This is an optimization exercise on Yosys and OpenROAD, whose aim is small area, not a production implementation.
The RTL was checked by simulation tests, not by an equivalence proof against the original design.
Power figures rest on the tool's default switching activity, not on a simulated workload. The flow treats the clock pin as an ideal source, which a real chip does not have.

==> flow/design.v <==
package shell_glue_pkg;
   localparam int num_ddr_ch       = 3;   
   localparam int stat_pipe_stages = 8;   
   localparam int ctrl_rst_stages  = 4;   
   localparam int num_ready        = 4;   
   localparam int stat_addr_w = 8;    
   localparam int stat_data_w = 32;   
   localparam int stat_int_w  = 8;    
   localparam int abd_idx_a = 0;
   localparam int abd_idx_b = 1;
   localparam int abd_idx_d = 2;
   localparam int rdy_idx_a = 0;
   localparam int rdy_idx_b = 1;
   localparam int rdy_idx_c = 2;   
   localparam int rdy_idx_d = 3;
   typedef struct packed {
      logic                   wr;      
      logic                   rd;      
      logic [stat_addr_w-1:0] addr;    
      logic [stat_data_w-1:0] wdata;   
   } stat_req_t;
   typedef struct packed {
      logic                   ack;     
      logic [stat_int_w-1:0]  intr;    
      logic [stat_data_w-1:0] rdata;   
   } stat_rsp_t;
   localparam int stat_req_w = 2 + stat_addr_w + stat_data_w;
   localparam int stat_rsp_w = 1 + stat_int_w + stat_data_w;
endpackage
`timescale 1ns/100ps
module stat_pipe #(
   parameter int WIDTH  = 42,   
   parameter int STAGES = 8     
) (
   input  logic             clk_main_a0,
   input  logic             out_valid,   
   input  logic [WIDTH-1:0] in_bus,
   output logic [WIDTH-1:0] out_bus
);
   logic [WIDTH-1:0] pipe_q [STAGES];   
   always_ff @(posedge clk_main_a0)
   begin
      pipe_q[0] <= in_bus;   
      for (int i = 1; i < STAGES; i++)
      begin
         pipe_q[i] <= pipe_q[i-1];   
      end
   end
   assign out_bus = pipe_q[STAGES-1] & {WIDTH{out_valid}};
endmodule
`timescale 1ns/100ps
module shell_ctrl
(
   input  logic                  clk_main_a0,
   input  logic                  sync_rst_n,
   input  logic                  flr_assert,
   output logic                  flr_done,
   input  logic [shell_glue_pkg::num_ddr_ch-1:0] ddr_ready_abd,   
   input  logic                  ddr_ready_c,     
   output logic [shell_glue_pkg::num_ready-1:0]  ddr_ready,       
   output logic                  ctrl_rst_n,
   output logic                  pipe_valid
);
   logic flr_assert_q;   
   always_ff @(posedge clk_main_a0 or negedge sync_rst_n)
   begin
      if (!sync_rst_n)
      begin
         flr_assert_q <= 1'b0;
         flr_done     <= 1'b0;
      end
      else
      begin
         flr_assert_q <= flr_assert;
         flr_done     <= flr_assert_q && !flr_done;
      end
   end
   logic ddr_ready_c_q;   
   always_ff @(posedge clk_main_a0 or negedge sync_rst_n)
   begin
      if (!sync_rst_n)
      begin
         ddr_ready_c_q <= 1'b0;   
      end
      else
      begin
         ddr_ready_c_q <= ddr_ready_c;
      end
   end
   always_comb
   begin
      ddr_ready            = '0;
      ddr_ready[shell_glue_pkg::rdy_idx_a] = ddr_ready_abd[shell_glue_pkg::abd_idx_a];
      ddr_ready[shell_glue_pkg::rdy_idx_b] = ddr_ready_abd[shell_glue_pkg::abd_idx_b];
      ddr_ready[shell_glue_pkg::rdy_idx_c] = ddr_ready_c_q;
      ddr_ready[shell_glue_pkg::rdy_idx_d] = ddr_ready_abd[shell_glue_pkg::abd_idx_d];
   end
   logic [shell_glue_pkg::stat_pipe_stages-2:0] rst_dly_q;
   always_ff @(posedge clk_main_a0)
   begin
      rst_dly_q <= {rst_dly_q[shell_glue_pkg::stat_pipe_stages-3:0], sync_rst_n};
   end
   assign ctrl_rst_n = rst_dly_q[shell_glue_pkg::ctrl_rst_stages-1];   
   logic pipe_valid_q;
   always_ff @(posedge clk_main_a0 or negedge sync_rst_n)
   begin
      if (!sync_rst_n)
      begin
         pipe_valid_q <= 1'b0;
      end
      else
      begin
         pipe_valid_q <= &rst_dly_q;
      end
   end
   assign pipe_valid = pipe_valid_q;
endmodule
`timescale 1ns/100ps
module shell_glue_top
(
   input  logic                             clk_main_a0,
   input  logic                             sync_rst_n,    
   input  logic [shell_glue_pkg::num_ddr_ch*shell_glue_pkg::stat_req_w-1:0] stat_req_in,   
   output logic [shell_glue_pkg::num_ddr_ch*shell_glue_pkg::stat_req_w-1:0] stat_req_out,  
   input  logic [shell_glue_pkg::num_ddr_ch*shell_glue_pkg::stat_rsp_w-1:0] stat_rsp_in,   
   output logic [shell_glue_pkg::num_ddr_ch*shell_glue_pkg::stat_rsp_w-1:0] stat_rsp_out,  
   input  logic                             flr_assert,
   output logic                             flr_done,
   input  logic [shell_glue_pkg::num_ddr_ch-1:0]            ddr_ready_abd,
   input  logic                             ddr_ready_c,
   output logic [shell_glue_pkg::num_ready-1:0]             ddr_ready,
   output logic                             ctrl_rst_n
);
   logic [shell_glue_pkg::num_ddr_ch*shell_glue_pkg::stat_req_w-1:0] req_bus_in;
   logic [shell_glue_pkg::num_ddr_ch*shell_glue_pkg::stat_req_w-1:0] req_bus_out;
   logic [shell_glue_pkg::num_ddr_ch*shell_glue_pkg::stat_rsp_w-1:0] rsp_bus_in;
   logic [shell_glue_pkg::num_ddr_ch*shell_glue_pkg::stat_rsp_w-1:0] rsp_bus_out;
   assign req_bus_in   = stat_req_in;
   assign stat_req_out = req_bus_out;
   assign rsp_bus_in   = stat_rsp_in;
   assign stat_rsp_out = rsp_bus_out;
   logic pipe_valid;
   stat_pipe #(
      .WIDTH  (shell_glue_pkg::num_ddr_ch * shell_glue_pkg::stat_req_w),   
      .STAGES (shell_glue_pkg::stat_pipe_stages)
   ) u_stat_req_pipe (
      .clk_main_a0 (clk_main_a0),
      .out_valid   (pipe_valid),
      .in_bus      (req_bus_in),
      .out_bus     (req_bus_out)
   );
   stat_pipe #(
      .WIDTH  (shell_glue_pkg::num_ddr_ch * shell_glue_pkg::stat_rsp_w),   
      .STAGES (shell_glue_pkg::stat_pipe_stages)           
   ) u_stat_rsp_pipe (
      .clk_main_a0 (clk_main_a0),
      .out_valid   (pipe_valid),
      .in_bus      (rsp_bus_in),
      .out_bus     (rsp_bus_out)
   );
   shell_ctrl u_shell_ctrl (
      .clk_main_a0   (clk_main_a0),
      .sync_rst_n    (sync_rst_n),
      .flr_assert    (flr_assert),
      .flr_done      (flr_done),
      .ddr_ready_abd (ddr_ready_abd),
      .ddr_ready_c   (ddr_ready_c),
      .ddr_ready     (ddr_ready),
      .ctrl_rst_n    (ctrl_rst_n),
      .pipe_valid    (pipe_valid)
   );
endmodule
Settings: LEC_CHECK=0, CAP_MARGIN=20, CORE_MARGIN=2, CORE_UTILIZATION=40, SLEW_MARGIN=20; clock period 4.0 ns.
standard.sh (not shown) runs the stock make flow with config.mk's settings and CLKGATE_MAP_FILE= SYNTH_SCRIPT=/design/flow/synth_recipe.tcl, a recipe that flattens the netlist after the stock synthesis.
==> flow/flow/run.sh <==
#!/bin/bash
# The standard layout (the standard.sh, standard synthesis unchanged) with two
# changes: each port gets the smallest buffer, sky130_fd_sc_hd__buf_1, and the clock
# tree is built from clkbuf_16 only, in sink clusters of up to 30, without dummy loads.
# The make output goes to standard.log in the work folder.
set -euo pipefail
export BUFFER_PORTS_ARGS="-buffer_cell sky130_fd_sc_hd__buf_1"
export CTS_ARGS="-sink_clustering_enable -repair_clock_nets -dont_use_dummy_load -buf_list sky130_fd_sc_hd__clkbuf_16 -sink_clustering_size 30 -sink_clustering_max_diameter 100"
bash standard.sh > standard.log 2>&1
The baseline finished clean.
Edit:
==> flow/flow/run.sh (replaced) <==
#!/bin/bash
# The standard layout (the standard.sh, standard synthesis unchanged) with two
# changes: each port gets the smallest buffer, sky130_fd_sc_hd__buf_1, and the clock
# tree is built from clkbuf_16 only, in sink clusters of up to 35, without dummy loads.
# The make output goes to standard.log in the work folder.
set -euo pipefail
export BUFFER_PORTS_ARGS="-buffer_cell sky130_fd_sc_hd__buf_1"
export CTS_ARGS="-sink_clustering_enable -repair_clock_nets -dont_use_dummy_load -buf_list sky130_fd_sc_hd__clkbuf_16 -sink_clustering_size 35 -sink_clustering_max_diameter 80"
bash standard.sh > standard.log 2>&1
Settings changed: CORE_UTILIZATION 40 to 70, PLACE_DENSITY from default to 0.8.
After rerunning: Wire length rises by a quarter to a third; final cell count falls by about a fifth; synthesized area does not change; via count rises by a few percent; non-clock buffer count rises by 1; global-route usage rises by 12 points; utilization rises by 33 points; power falls slightly; final area falls by a few percent; critical path depth is unchanged; worst setup slack gets worse by 130 ps.

==> port drivers added, routing unchanged <==
Ports are ideal in the flow. The routed layouts listed here were re-timed in OpenROAD.
Step 1 assumes that a clkbuf_16 drives the clock port and a buf_2 every other input.
Step 2 times the ports against the registers' clock, not the clock port: input delays grow and output delays shrink by t, the midpoint of the rising clock arrivals with the driver on.
Slacks: ideal / step 1 / step 2; pairs: ideal / step 1.
run	shift t [ns]	setup slack, ns	worst hold slack (ns)	clock arrival spread, ns
the first run	0.691	1.053 / 0.986 / 1.677	0.109 / 0.066 / 0.285	0.082 / 0.082
the second run	0.663	0.920 / 0.859 / 1.522	0.250 / 0.213 / 0.283	0.068 / 0.068
After both steps every run listed still meets setup and hold.
